This design comes from an exercise in tuning for small area, a short achievable clock period and few clock cycles on the open sky130 flow, not from production work.
Function was checked by simulation only, so behaviour that the tests miss may differ from the original.
No activity file was given, so power comes from the tool's default toggle rates.

==> v32: inputs <==
==> flow/design.v <==
`default_nettype none
package pe_pkg;
	typedef logic signed [21-1:0] psum_t;
	typedef logic [$clog2(16)-1:0] psum_idx_t;
endpackage
`default_nettype wire
`timescale 1ns/1ns
`default_nettype none
module pe_fast_add #(
	parameter int W = 21
) (
	input  wire  [W-1:0] a,
	input  wire  [W-1:0] b,
	output logic [W-1:0] s
);
	localparam int L = $clog2(W);
	logic [W-1:0] g [L+1];
	logic [W-1:0] p [L+1];
	assign g[0] = a & b;
	assign p[0] = a ^ b;
	for (genvar k = 0; k < L; k++) begin : g_level
		for (genvar i = 0; i < W; i++) begin : g_bit
			if (i >= (1 << k)) begin : g_op
				assign g[k+1][i] = g[k][i] | (p[k][i] & g[k][i - (1 << k)]);
				assign p[k+1][i] = p[k][i] & p[k][i - (1 << k)];
			end else begin : g_pass
				assign g[k+1][i] = g[k][i];
				assign p[k+1][i] = p[k][i];
			end
		end
	end
	assign s = p[0] ^ {g[L][W-2:0], 1'b0};
endmodule
`default_nettype wire
`timescale 1ns/1ns
`default_nettype none
module pe_top (
	input  wire                          clock,
	input  wire                          reset,
	input  wire                          load_en,
	input  wire                          mac_en,
	output logic                         cal_fin,
	input  wire                          psum_clear,
	input  wire                          psum_enq_en,
	input  wire                          psum_in_valid,
	input  wire pe_pkg::psum_t           psum_in,
	output logic                         psum_in_ready,
	input  wire                          psum_out_ready,
	output logic                         psum_out_valid,
	output pe_pkg::psum_t                psum_out,
	output logic                         psum_acc_fin,
	input  wire                          iact_data_in_valid,
	input  wire  [13-1:0]     iact_data_in,
	output logic                         iact_data_write_fin,
	input  wire                          weight_ptr_in_valid,
	input  wire  [7-1:0]            weight_ptr_in,
	output logic                         weight_ptr_write_fin,
	input  wire                          weight_data_in_valid,
	input  wire  [12-1:0]   weight_data_in,
	output logic                         weight_data_write_fin
);
	localparam int PW   = 21;
	localparam int ROWS = 16 - 1;    
	logic       ia_beat, ia_last, ia_loaded;
	logic [4:0] ia_wr;
	logic       pt_beat, pt_last, pt_loaded;
	logic [4:0] pt_wr;
	logic       wt_beat, wt_last, wt_loaded;
	logic [6:0] wt_wr;
	assign ia_beat = load_en && iact_data_in_valid && !ia_loaded;
	assign ia_last = ia_beat && (iact_data_in[12:5] == 8'd0);
	assign pt_beat = load_en && weight_ptr_in_valid && !pt_loaded;
	assign pt_last = pt_beat && (pt_wr == 5'd31);
	assign wt_beat = load_en && weight_data_in_valid && !wt_loaded;
	assign wt_last = wt_beat && (weight_data_in[11:4] == 8'd0);
	always_ff @(posedge clock) begin
		if (reset) begin
			ia_wr <= '0; ia_loaded <= 1'b0; iact_data_write_fin   <= 1'b0;
			pt_wr <= '0; pt_loaded <= 1'b0; weight_ptr_write_fin  <= 1'b0;
			wt_wr <= '0; wt_loaded <= 1'b0; weight_data_write_fin <= 1'b0;
		end else begin
			iact_data_write_fin   <= ia_last;
			weight_ptr_write_fin  <= pt_last;
			weight_data_write_fin <= wt_last;
			if (!load_en) begin
				ia_wr <= '0; ia_loaded <= 1'b0;
				pt_wr <= '0; pt_loaded <= 1'b0;
				wt_wr <= '0; wt_loaded <= 1'b0;
			end else begin
				if (ia_beat) begin ia_wr <= ia_wr + 1'b1; ia_loaded <= ia_last; end
				if (pt_beat) begin pt_wr <= pt_wr + 1'b1; pt_loaded <= pt_last; end
				if (wt_beat) begin wt_wr <= wt_wr + 1'b1; wt_loaded <= wt_last; end
			end
		end
	end
	logic [4:0]  ia_len;
	logic [31:0] ia_occ;
	always_ff @(posedge clock) begin
		if (ia_beat) begin
			if (ia_last)
				ia_len <= ia_wr;
			if (ia_wr == 5'd0)
				ia_occ <= ia_last ? 32'd0 : (32'd1 << iact_data_in[4:0]);
			else if (!ia_last)
				ia_occ <= ia_occ | (32'd1 << iact_data_in[4:0]);
		end
	end
	logic [12:0] ia_mem [31];
	logic [11:0] we_mem [64];
	logic [11:0] wo_mem [63];
	logic [6:0]  pt_mem [32];
	always_ff @(posedge clock) begin
		if (ia_beat && ia_wr != 5'd31)
			ia_mem[ia_wr] <= iact_data_in;
		if (pt_beat)
			pt_mem[pt_wr] <= weight_ptr_in;
		if (wt_beat && !wt_wr[0])
			we_mem[wt_wr[6:1]] <= weight_data_in;
		if (wt_beat && wt_wr[0] && wt_wr[6:1] != 6'd63)
			wo_mem[wt_wr[6:1]] <= weight_data_in;
	end
	logic ia_act, pt_act, wt_act;
	assign ia_act = (ia_wr != 5'd0) && !ia_loaded;
	assign pt_act = (pt_wr != 5'd0) && !pt_loaded;
	assign wt_act = (wt_wr != 7'd0) && !wt_loaded;
	logic restart_load;
	assign restart_load = (ia_beat && ia_wr == 5'd0) ||
	                      (pt_beat && pt_wr == 5'd0) ||
	                      (wt_beat && wt_wr == 7'd0);
	logic        spec;          
	logic        mac_pend;
	logic        restart;
	logic        f_done;
	logic [4:0]  f_idx;
	logic [1:0]  qv;            
	logic [7:0]  q_val [2];
	logic [6:0]  q_j   [2];
	logic [6:0]  q_end [2];
	logic        cv;            
	logic [7:0]  c_val;
	logic [6:0]  c_j, c_end;
	logic        a_v0, a_v1;    
	logic [7:0]  a_val;
	logic [11:0] a_w0, a_w1;
	logic        b_v0, b_v1;    
	logic signed [15:0] b_p0, b_p1;
	logic [3:0]  b_r0, b_r1;
	logic        b_same;        
	logic [PW-1:0] breg [ROWS];
	logic       draining;
	logic [3:0] drain_idx, drain_nidx;
	logic [PW-1:0] preg [ROWS];
	logic        eng_done, commit, restore, kill;
	assign restart = restart_load || (mac_en && (!spec || commit)) || (psum_clear && spec && !commit);
	assign kill    = psum_enq_en && spec && !commit;
	assign restore = spec && !commit && (restart || psum_enq_en);
	logic sweep_load;
	assign sweep_load = (pt_beat && pt_wr == 5'd0) || (wt_beat && wt_wr == 7'd0) ||
	                    pt_act || wt_act;
	logic        swp;
	logic [4:0]  sc, pos;
	logic [30:0] s_m, s_rest;
	logic [4:0]  s_pi, s_nc;
	logic        s_any, s_multi, s_hi;
	logic [31:0] s_occ_hi;
	always_comb begin
		for (int i = 0; i < 31; i++)
			s_m[i] = (ia_mem[i][4:0] == sc) && (5'(i) < ia_len) && (5'(i) >= pos);
		s_pi = '0;
		for (int i = 30; i >= 0; i--)
			if (s_m[i]) s_pi = 5'(i);
		s_any = |s_m;
		s_rest = s_m;
		s_rest[s_pi] = 1'b0;
		s_multi = |s_rest;
		for (int c = 0; c < 32; c++)
			s_occ_hi[c] = ia_occ[c] && (5'(c) > sc);
		s_nc = '0;
		for (int c = 31; c >= 0; c--)
			if (s_occ_hi[c]) s_nc = 5'(c);
		s_hi = |s_occ_hi;
	end
	logic [4:0]  f_i, f_col, f_ocol;
	logic [7:0]  f_val;
	logic [6:0]  f_start, f_end;
	logic        f_avail, f_col_ok, f_room, f_go, s_go, f_push, f_term;
	assign f_i      = swp ? s_pi : f_idx;
	assign f_val    = (f_i == 5'd31) ? 8'd0 : ia_mem[f_i][12:5];
	assign f_ocol   = (f_idx == 5'd31) ? 5'd0 : ia_mem[f_idx][4:0];
	assign f_term   = (f_idx == 5'd31) || (ia_mem[f_idx][12:5] == 8'd0);
	assign f_col    = swp ? sc : f_ocol;
	assign f_start  = (f_col == 5'd0) ? 7'd0 : pt_mem[f_col - 1'b1];
	assign f_end    = pt_mem[f_col];
	assign f_avail  = !ia_act || (f_idx < ia_wr);
	assign f_col_ok = !pt_act || (f_col < pt_wr);
	assign f_room   = !qv[1];
	assign f_go     = spec && !swp && !f_done && f_room && f_avail;
	assign s_go     = spec && swp && !f_done && f_room && !ia_act && f_col_ok;
	assign f_push   = (f_go && !f_term && f_col_ok || s_go && s_any) && (f_start != f_end);
	logic [5:0]  e_addr, o_addr;
	logic [11:0] e_w, o_w;
	logic        ok0, ok1, issue, fin, take;
	logic [6:0]  j1, j2, nj;
	assign j1     = c_j + 7'd1;
	assign j2     = c_j + 7'd2;
	assign e_addr = j1[6:1];
	assign o_addr = c_j[6:1];
	assign e_w    = we_mem[e_addr];
	assign o_w    = (o_addr == 6'd63) ? 12'd0 : wo_mem[o_addr];
	assign ok0    = !wt_act || (c_j < wt_wr);
	assign ok1    = (j1 != c_end) && (!wt_act || (j1 < wt_wr));
	assign issue  = cv && ok0;
	assign nj     = ok1 ? j2 : j1;
	assign fin    = issue && (ok1 ? (j2 == c_end) : (j1 == c_end));
	assign take   = qv[0] && (!cv || fin);
	logic signed [7:0]  m_a, m_w0, m_w1;
	assign m_a  = a_val;
	assign m_w0 = a_w0[11:4];
	assign m_w1 = a_w1[11:4];
	assign eng_done = f_done && !qv[0] && !cv && !a_v0 && !a_v1 && !b_v0 && !b_v1;
	assign commit   = mac_pend && eng_done;
	assign cal_fin  = commit;
	always_ff @(posedge clock) begin
		if (reset || kill) begin
			spec      <= 1'b0;
			mac_pend  <= 1'b0;
			f_done    <= 1'b1;
			f_idx     <= '0;
			qv        <= '0;
			cv        <= 1'b0;
			a_v0      <= 1'b0;
			a_v1      <= 1'b0;
			b_v0      <= 1'b0;
			b_v1      <= 1'b0;
		end else if (restart) begin
			spec      <= 1'b1;
			mac_pend  <= mac_en;
			f_done    <= 1'b0;
			f_idx     <= '0;
			qv        <= '0;
			cv        <= 1'b0;
			a_v0      <= 1'b0;
			a_v1      <= 1'b0;
			b_v0      <= 1'b0;
			b_v1      <= 1'b0;
			swp       <= sweep_load;
			sc        <= '0;
			pos       <= '0;
		end else begin
			if (mac_en)
				mac_pend <= 1'b1;
			else if (commit) begin
				mac_pend <= 1'b0;
				spec     <= 1'b0;
			end
			if (f_go) begin
				if (f_term)
					f_done <= 1'b1;
				else if (f_col_ok)
					f_idx <= f_idx + 1'b1;
			end
			if (s_go) begin
				if (s_any)
					pos <= s_pi + 1'b1;
				if (!s_any || !s_multi || f_start == f_end) begin
					pos <= '0;
					sc  <= s_nc;
					if (!s_hi)
						f_done <= 1'b1;
				end
			end
			if (take) begin
				if (qv[1]) begin
					q_val[0] <= q_val[1]; q_j[0] <= q_j[1]; q_end[0] <= q_end[1];
				end else if (f_push) begin
					q_val[0] <= f_val; q_j[0] <= f_start; q_end[0] <= f_end;
				end
				qv <= {1'b0, qv[1] || f_push};
			end else if (f_push) begin
				if (qv[0]) begin
					q_val[1] <= f_val; q_j[1] <= f_start; q_end[1] <= f_end;
					qv[1] <= 1'b1;
				end else begin
					q_val[0] <= f_val; q_j[0] <= f_start; q_end[0] <= f_end;
					qv[0] <= 1'b1;
				end
			end
			if (!cv || fin) begin
				cv    <= qv[0];
				c_val <= q_val[0];
				c_j   <= q_j[0];
				c_end <= q_end[0];
			end else if (issue) begin
				c_j <= nj;
			end
			a_v0  <= issue && (c_j[0] ? o_w[3:0] : e_w[3:0]) != 4'hf;
			a_v1  <= issue && ok1 && (c_j[0] ? e_w[3:0] : o_w[3:0]) != 4'hf;
			a_val <= c_val;
			a_w0  <= c_j[0] ? o_w : e_w;
			a_w1  <= c_j[0] ? e_w : o_w;
			b_v0   <= a_v0;
			b_v1   <= a_v1;
			b_same <= a_w0[3:0] == a_w1[3:0];
			b_p0   <= m_a * m_w0;
			b_p1   <= m_a * m_w1;
			b_r0   <= a_w0[3:0];
			b_r1   <= a_w1[3:0];
		end
	end
	logic [PW-1:0] acc0, acc1, p0x, p1x;
	logic          w1_same;
	assign w1_same = b_v1 && b_same;
	assign p0x  = b_v0 ? {{(PW-16){b_p0[15]}}, b_p0} : '0;
	assign p1x  = {{(PW-16){b_p1[15]}}, b_p1};
	logic [3:0]    rd0_idx;
	logic [PW-1:0] rd0;
	assign rd0_idx = draining ? drain_nidx : b_r0;
	assign rd0  = (rd0_idx == 4'hf) ? '0 : preg[rd0_idx];
	assign acc0 = rd0 + p0x + (w1_same ? p1x : '0);
	assign acc1 = preg[b_r1] + p1x;
	always_ff @(posedge clock) begin
		for (int r = 0; r < ROWS; r++) begin
			if (reset || psum_clear)
				preg[r] <= '0;
			else if (restore)
				preg[r] <= breg[r];
			else if ((b_v0 || w1_same) && b_r0 == 4'(r))
				preg[r] <= acc0;
			else if (b_v1 && b_r1 == 4'(r))
				preg[r] <= acc1;
		end
	end
	always_ff @(posedge clock) begin
		for (int r = 0; r < ROWS; r++) begin
			if (psum_clear)
				breg[r] <= '0;
			else if (restart && !restore)
				breg[r] <= preg[r];
		end
	end
	logic       xfer;
	logic [PW-1:0] drain_data;
	assign drain_nidx     = drain_idx + 1'b1;
	assign psum_out_valid = draining && psum_in_valid;
	assign psum_in_ready  = draining && psum_out_ready;
	pe_fast_add #(.W(PW)) i_drain_add (.a(drain_data), .b(psum_in), .s(psum_out));
	assign xfer           = draining && psum_in_valid && psum_out_ready;
	assign psum_acc_fin   = xfer && (drain_idx == 4'hf);
	always_ff @(posedge clock) begin
		if (psum_enq_en)
			drain_data <= restore ? breg[0] : preg[0];
		else if (xfer)
			drain_data <= rd0;
	end
	always_ff @(posedge clock) begin
		if (reset) begin
			draining  <= 1'b0;
			drain_idx <= '0;
		end else if (psum_enq_en) begin
			draining  <= 1'b1;
			drain_idx <= '0;
		end else if (xfer) begin
			drain_idx <= drain_idx + 1'b1;
			if (psum_acc_fin)
				draining <= 1'b0;
		end
	end
endmodule
`default_nettype wire
==> flow/run.sh <==
#!/bin/bash
# synth_recipe.tcl (not shown) runs the flow's synth.tcl, then flattens the netlist and writes it again
# the make line also repeats each setting of config.mk as NAME=value (left out here)
make -C /OpenROAD-flow-scripts/flow DESIGN_CONFIG=/design/flow/config.mk WORK_HOME=/design/flow/orfs CLKGATE_MAP_FILE= SYNTH_SCRIPT=/design/flow/synth_recipe.tcl finish
==> flow/config.mk <==
export PLATFORM = sky130hd
export DESIGN_NAME = pe_top
export DESIGN_NICKNAME = pe_top
export VERILOG_FILES = /design/flow/design.v
export SDC_FILE = /design/flow/constraint.sdc
export NUM_CORES = 4
export LEC_CHECK = 0
export CAP_MARGIN = 20
export CORE_MARGIN = 2
export CORE_UTILIZATION = 40
export PLACE_DENSITY = 0.5
export SETUP_SLACK_MARGIN = 2.5
export SLEW_MARGIN = 20
export SYNTH_HIERARCHICAL = 1
export SYNTH_MINIMUM_KEEP_SIZE = 0
==> flow/constraint.sdc <==
create_clock -name core_clock -period 8.0 [get_ports {clock}]
set_input_delay 1.6000 -clock core_clock [delete_from_list [all_inputs] [get_ports {clock}]]
set_output_delay 1.6000 -clock core_clock [all_outputs]
set_load 0.01 [all_outputs]
==> v24: changes against v32 <==
--- a/flow/design.v
+++ b/flow/design.v
@@ -6,6 +6,22 @@
 `default_nettype wire
 `timescale 1ns/1ns
 `default_nettype none
+module pe_add3 #(
+	parameter int W = 21
+) (
+	input  wire  [W-1:0] a,
+	input  wire  [W-1:0] b,
+	input  wire  [W-1:0] c,
+	output logic [W-1:0] s
+);
+	logic [W-1:0] x, y;
+	assign x = a ^ b ^ c;
+	assign y = {(a[W-2:0] & b[W-2:0]) | (a[W-2:0] & c[W-2:0]) | (b[W-2:0] & c[W-2:0]), 1'b0};
+	pe_fast_add #(.W(W)) i_add (.a(x), .b(y), .s(s));
+endmodule
+`default_nettype wire
+`timescale 1ns/1ns
+`default_nettype none
 module pe_fast_add #(
 	parameter int W = 21
 ) (
@@ -129,39 +145,27 @@
 	                      (wt_beat && wt_wr == 7'd0);
 	logic        spec;          
 	logic        mac_pend;
-	logic        restart;
-	logic        f_done;
-	logic [4:0]  f_idx;
-	logic [1:0]  qv;            
-	logic [7:0]  q_val [2];
-	logic [6:0]  q_j   [2];
-	logic [6:0]  q_end [2];
-	logic        cv;            
-	logic [7:0]  c_val;
-	logic [6:0]  c_j, c_end;
-	logic        a_v0, a_v1;    
-	logic [7:0]  a_val;
-	logic [11:0] a_w0, a_w1;
-	logic        b_v0, b_v1;    
-	logic signed [15:0] b_p0, b_p1;
-	logic [3:0]  b_r0, b_r1;
-	logic        b_same;        
-	logic [PW-1:0] breg [ROWS];
-	logic       draining;
-	logic [3:0] drain_idx, drain_nidx;
-	logic [PW-1:0] preg [ROWS];
-	logic        eng_done, commit, restore, kill;
-	assign restart = restart_load || (mac_en && (!spec || commit)) || (psum_clear && spec && !commit);
+	logic        restart, commit, restore, kill, eng_done;
+	logic        draining;
+	logic [3:0]  drain_idx;
+	logic        xfer;
+	assign restart = restart_load || (mac_en && (!spec || commit)) ||
+	                 (psum_clear && spec && !commit);
 	assign kill    = psum_enq_en && spec && !commit;
 	assign restore = spec && !commit && (restart || psum_enq_en);
+	assign commit  = mac_pend && eng_done;
+	assign cal_fin = commit;
 	logic sweep_load;
 	assign sweep_load = (pt_beat && pt_wr == 5'd0) || (wt_beat && wt_wr == 7'd0) ||
 	                    pt_act || wt_act;
-	logic        swp;
-	logic [4:0]  sc, pos;
-	logic [30:0] s_m, s_rest;
+	logic        swp, p_done;
+	logic [4:0]  f_idx, sc, pos;
+	logic        f1_v;
+	logic [4:0]  f1_idx, f1_col;
+	logic [30:0] s_m;
 	logic [4:0]  s_pi, s_nc;
-	logic        s_any, s_multi, s_hi;
+	logic        s_any, s_hi, s_multi;
+	logic [30:0] s_below;       
 	logic [31:0] s_occ_hi;
 	always_comb begin
 		for (int i = 0; i < 31; i++)
@@ -170,9 +174,10 @@
 		for (int i = 30; i >= 0; i--)
 			if (s_m[i]) s_pi = 5'(i);
 		s_any = |s_m;
-		s_rest = s_m;
-		s_rest[s_pi] = 1'b0;
-		s_multi = |s_rest;
+		s_below[0] = 1'b0;
+		for (int i = 1; i < 31; i++)
+			s_below[i] = s_below[i-1] | s_m[i-1];
+		s_multi = |(s_m & s_below);
 		for (int c = 0; c < 32; c++)
 			s_occ_hi[c] = ia_occ[c] && (5'(c) > sc);
 		s_nc = '0;
@@ -180,23 +185,26 @@
 			if (s_occ_hi[c]) s_nc = 5'(c);
 		s_hi = |s_occ_hi;
 	end
-	logic [4:0]  f_i, f_col, f_ocol;
-	logic [7:0]  f_val;
-	logic [6:0]  f_start, f_end;
-	logic        f_avail, f_col_ok, f_room, f_go, s_go, f_push, f_term;
-	assign f_i      = swp ? s_pi : f_idx;
-	assign f_val    = (f_i == 5'd31) ? 8'd0 : ia_mem[f_i][12:5];
-	assign f_ocol   = (f_idx == 5'd31) ? 5'd0 : ia_mem[f_idx][4:0];
-	assign f_term   = (f_idx == 5'd31) || (ia_mem[f_idx][12:5] == 8'd0);
-	assign f_col    = swp ? sc : f_ocol;
-	assign f_start  = (f_col == 5'd0) ? 7'd0 : pt_mem[f_col - 1'b1];
-	assign f_end    = pt_mem[f_col];
-	assign f_avail  = !ia_act || (f_idx < ia_wr);
-	assign f_col_ok = !pt_act || (f_col < pt_wr);
-	assign f_room   = !qv[1];
-	assign f_go     = spec && !swp && !f_done && f_room && f_avail;
-	assign s_go     = spec && swp && !f_done && f_room && !ia_act && f_col_ok;
-	assign f_push   = (f_go && !f_term && f_col_ok || s_go && s_any) && (f_start != f_end);
+	logic        o_avail, p_free;
+	logic [4:0]  o_col;
+	assign o_avail = ia_act ? (f_idx < ia_wr) : (f_idx < ia_len);
+	assign o_col   = (f_idx == 5'd31) ? 5'd0 : ia_mem[f_idx][4:0];
+	logic [1:0]  qv;            
+	logic [7:0]  q_val [2];
+	logic [6:0]  q_j   [2];
+	logic [6:0]  q_end [2];
+	logic [7:0]  f2_val;
+	logic [6:0]  f2_start, f2_end;
+	logic        f2_go, f_push;
+	assign f2_val   = (f1_idx == 5'd31) ? 8'd0 : ia_mem[f1_idx][12:5];
+	assign f2_start = (f1_col == 5'd0) ? 7'd0 : pt_mem[f1_col - 1'b1];
+	assign f2_end   = pt_mem[f1_col];
+	assign f2_go    = f1_v && !qv[1] && (!pt_act || (f1_col < pt_wr));
+	assign f_push   = f2_go && (f2_start != f2_end);
+	assign p_free   = !f1_v || f2_go;
+	logic        cv;            
+	logic [7:0]  c_val;
+	logic [6:0]  c_j, c_end;
 	logic [5:0]  e_addr, o_addr;
 	logic [11:0] e_w, o_w;
 	logic        ok0, ok1, issue, fin, take;
@@ -213,19 +221,24 @@
 	assign nj     = ok1 ? j2 : j1;
 	assign fin    = issue && (ok1 ? (j2 == c_end) : (j1 == c_end));
 	assign take   = qv[0] && (!cv || fin);
+	logic        a_v0, a_v1;
+	logic [7:0]  a_val;
+	logic [11:0] a_w0, a_w1;
+	logic        b_v0, b_v1;
+	logic signed [15:0] b_p0, b_p1;
+	logic [3:0]  b_r0, b_r1;
+	logic        b_same;        
 	logic signed [7:0]  m_a, m_w0, m_w1;
 	assign m_a  = a_val;
 	assign m_w0 = a_w0[11:4];
 	assign m_w1 = a_w1[11:4];
-	assign eng_done = f_done && !qv[0] && !cv && !a_v0 && !a_v1 && !b_v0 && !b_v1;
-	assign commit   = mac_pend && eng_done;
-	assign cal_fin  = commit;
+	assign eng_done = p_done && !f1_v && !qv[0] && !cv && !a_v0 && !a_v1 && !b_v0 && !b_v1;
 	always_ff @(posedge clock) begin
 		if (reset || kill) begin
 			spec      <= 1'b0;
 			mac_pend  <= 1'b0;
-			f_done    <= 1'b1;
-			f_idx     <= '0;
+			p_done    <= 1'b1;
+			f1_v      <= 1'b0;
 			qv        <= '0;
 			cv        <= 1'b0;
 			a_v0      <= 1'b0;
@@ -235,8 +248,9 @@
 		end else if (restart) begin
 			spec      <= 1'b1;
 			mac_pend  <= mac_en;
-			f_done    <= 1'b0;
+			p_done    <= 1'b0;
 			f_idx     <= '0;
+			f1_v      <= 1'b0;
 			qv        <= '0;
 			cv        <= 1'b0;
 			a_v0      <= 1'b0;
@@ -253,35 +267,51 @@
 				mac_pend <= 1'b0;
 				spec     <= 1'b0;
 			end
-			if (f_go) begin
-				if (f_term)
-					f_done <= 1'b1;
-				else if (f_col_ok)
-					f_idx <= f_idx + 1'b1;
-			end
-			if (s_go) begin
-				if (s_any)
-					pos <= s_pi + 1'b1;
-				if (!s_any || !s_multi || f_start == f_end) begin
-					pos <= '0;
-					sc  <= s_nc;
-					if (!s_hi)
-						f_done <= 1'b1;
+			if (p_free)
+				f1_v <= 1'b0;
+			if (spec && !p_done && p_free) begin
+				if (!swp) begin
+					if (o_avail) begin
+						f1_v   <= 1'b1;
+						f1_idx <= f_idx;
+						f1_col <= o_col;
+						f_idx  <= f_idx + 1'b1;
+					end else if (!ia_act) begin
+						p_done <= 1'b1;
+					end
+				end else if (!ia_act) begin
+					if (s_any) begin
+						f1_v   <= 1'b1;
+						f1_idx <= s_pi;
+						f1_col <= sc;
+						pos    <= s_pi + 1'b1;
+						if (!s_multi) begin
+							pos <= '0;
+							sc  <= s_nc;
+							if (!s_hi)
+								p_done <= 1'b1;
+						end
+					end else if (s_hi) begin
+						sc  <= s_nc;
+						pos <= '0;
+					end else begin
+						p_done <= 1'b1;
+					end
 				end
 			end
 			if (take) begin
 				if (qv[1]) begin
 					q_val[0] <= q_val[1]; q_j[0] <= q_j[1]; q_end[0] <= q_end[1];
 				end else if (f_push) begin
-					q_val[0] <= f_val; q_j[0] <= f_start; q_end[0] <= f_end;
+					q_val[0] <= f2_val; q_j[0] <= f2_start; q_end[0] <= f2_end;
 				end
 				qv <= {1'b0, qv[1] || f_push};
 			end else if (f_push) begin
 				if (qv[0]) begin
-					q_val[1] <= f_val; q_j[1] <= f_start; q_end[1] <= f_end;
+					q_val[1] <= f2_val; q_j[1] <= f2_start; q_end[1] <= f2_end;
 					qv[1] <= 1'b1;
 				end else begin
-					q_val[0] <= f_val; q_j[0] <= f_start; q_end[0] <= f_end;
+					q_val[0] <= f2_val; q_j[0] <= f2_start; q_end[0] <= f2_end;
 					qv[0] <= 1'b1;
 				end
 			end
@@ -303,21 +333,30 @@
 			b_same <= a_w0[3:0] == a_w1[3:0];
 			b_p0   <= m_a * m_w0;
 			b_p1   <= m_a * m_w1;
-			b_r0   <= a_w0[3:0];
 			b_r1   <= a_w1[3:0];
 		end
 	end
-	logic [PW-1:0] acc0, acc1, p0x, p1x;
+	always_ff @(posedge clock) begin
+		if (psum_enq_en)
+			b_r0 <= 4'd1;
+		else if (draining) begin
+			if (xfer)
+				b_r0 <= b_r0 + 1'b1;
+		end else
+			b_r0 <= a_w0[3:0];
+	end
+	logic [PW-1:0] breg [ROWS];
+	logic [PW-1:0] preg [ROWS];
+	logic [PW-1:0] rd0, rd1, acc0, acc1, p0x, p1x, p1s;
 	logic          w1_same;
 	assign w1_same = b_v1 && b_same;
 	assign p0x  = b_v0 ? {{(PW-16){b_p0[15]}}, b_p0} : '0;
 	assign p1x  = {{(PW-16){b_p1[15]}}, b_p1};
-	logic [3:0]    rd0_idx;
-	logic [PW-1:0] rd0;
-	assign rd0_idx = draining ? drain_nidx : b_r0;
-	assign rd0  = (rd0_idx == 4'hf) ? '0 : preg[rd0_idx];
-	assign acc0 = rd0 + p0x + (w1_same ? p1x : '0);
-	assign acc1 = preg[b_r1] + p1x;
+	assign p1s  = w1_same ? p1x : '0;
+	assign rd0  = (b_r0 == 4'hf) ? '0 : preg[b_r0];
+	assign rd1  = preg[b_r1];
+	pe_add3     #(.W(PW)) i_acc0 (.a(rd0), .b(p0x), .c(p1s), .s(acc0));
+	pe_fast_add #(.W(PW)) i_acc1 (.a(rd1), .b(p1x), .s(acc1));
 	always_ff @(posedge clock) begin
 		for (int r = 0; r < ROWS; r++) begin
 			if (reset || psum_clear)
@@ -338,14 +377,12 @@
 				breg[r] <= preg[r];
 		end
 	end
-	logic       xfer;
-	logic [PW-1:0] drain_data;
-	assign drain_nidx     = drain_idx + 1'b1;
+	logic [PW-1:0] drain_data;    
 	assign psum_out_valid = draining && psum_in_valid;
 	assign psum_in_ready  = draining && psum_out_ready;
-	pe_fast_add #(.W(PW)) i_drain_add (.a(drain_data), .b(psum_in), .s(psum_out));
 	assign xfer           = draining && psum_in_valid && psum_out_ready;
 	assign psum_acc_fin   = xfer && (drain_idx == 4'hf);
+	pe_fast_add #(.W(PW)) i_drain_add (.a(drain_data), .b(psum_in), .s(psum_out));
 	always_ff @(posedge clock) begin
 		if (psum_enq_en)
 			drain_data <= restore ? breg[0] : preg[0];
==> summary of the runs <==
Between v24 and v32, the lower non-clock buffer count is in v24 (gap 378). In v32 the count of clock-buffer cells in the layout is lower than in v24, by 21. Design area: v24 is lower than v32 (3.1%). Sequential power is about the same in v24 and v32. Between v24 and v32, the lower utilization is in v24 (gap 1.5 points). Of v24 and v32, v24 has the higher sequential share of layout area (gap 1.9 points). In v24 the clock power is larger than in v32, by about 3%. Of v32 and v24, v32 has the higher first-iteration DRC count (gap about 30%, measured against v24).
Testbench counts of v32, summed over its fixed seeds: cycles 13,138.
Testbench counts of v24, summed over its fixed seeds: cycles 13,292.

re-timing with driven ports:
How much do the figures lean on ideal ports? The routed layouts below were timed once more, with nothing changed but the port constraints. Step 1, drivers: a clkbuf_16 drives clock and a buf_2 each remaining input, both assumed. Step 2 also shifts input and output timing later by t, the mid clock arrival at the registers, as if the neighbouring blocks saw the same clock. Three values: ideal, step 1, step 2; two values: the first two.
run	t, ns	slack for setup (ns)	hold slack, ns
v32	1.042	2.218 / 2.218 / 1.538	0.420 / 0.420 / 0.420
v24	1.010	2.589 / 2.575 / 1.782	0.420 / 0.420 / 0.420
After both steps every run listed still meets setup and hold. The setup slack of v24, which loses most, moves by -0.014 ns with the drivers and by -0.807 ns with both steps.
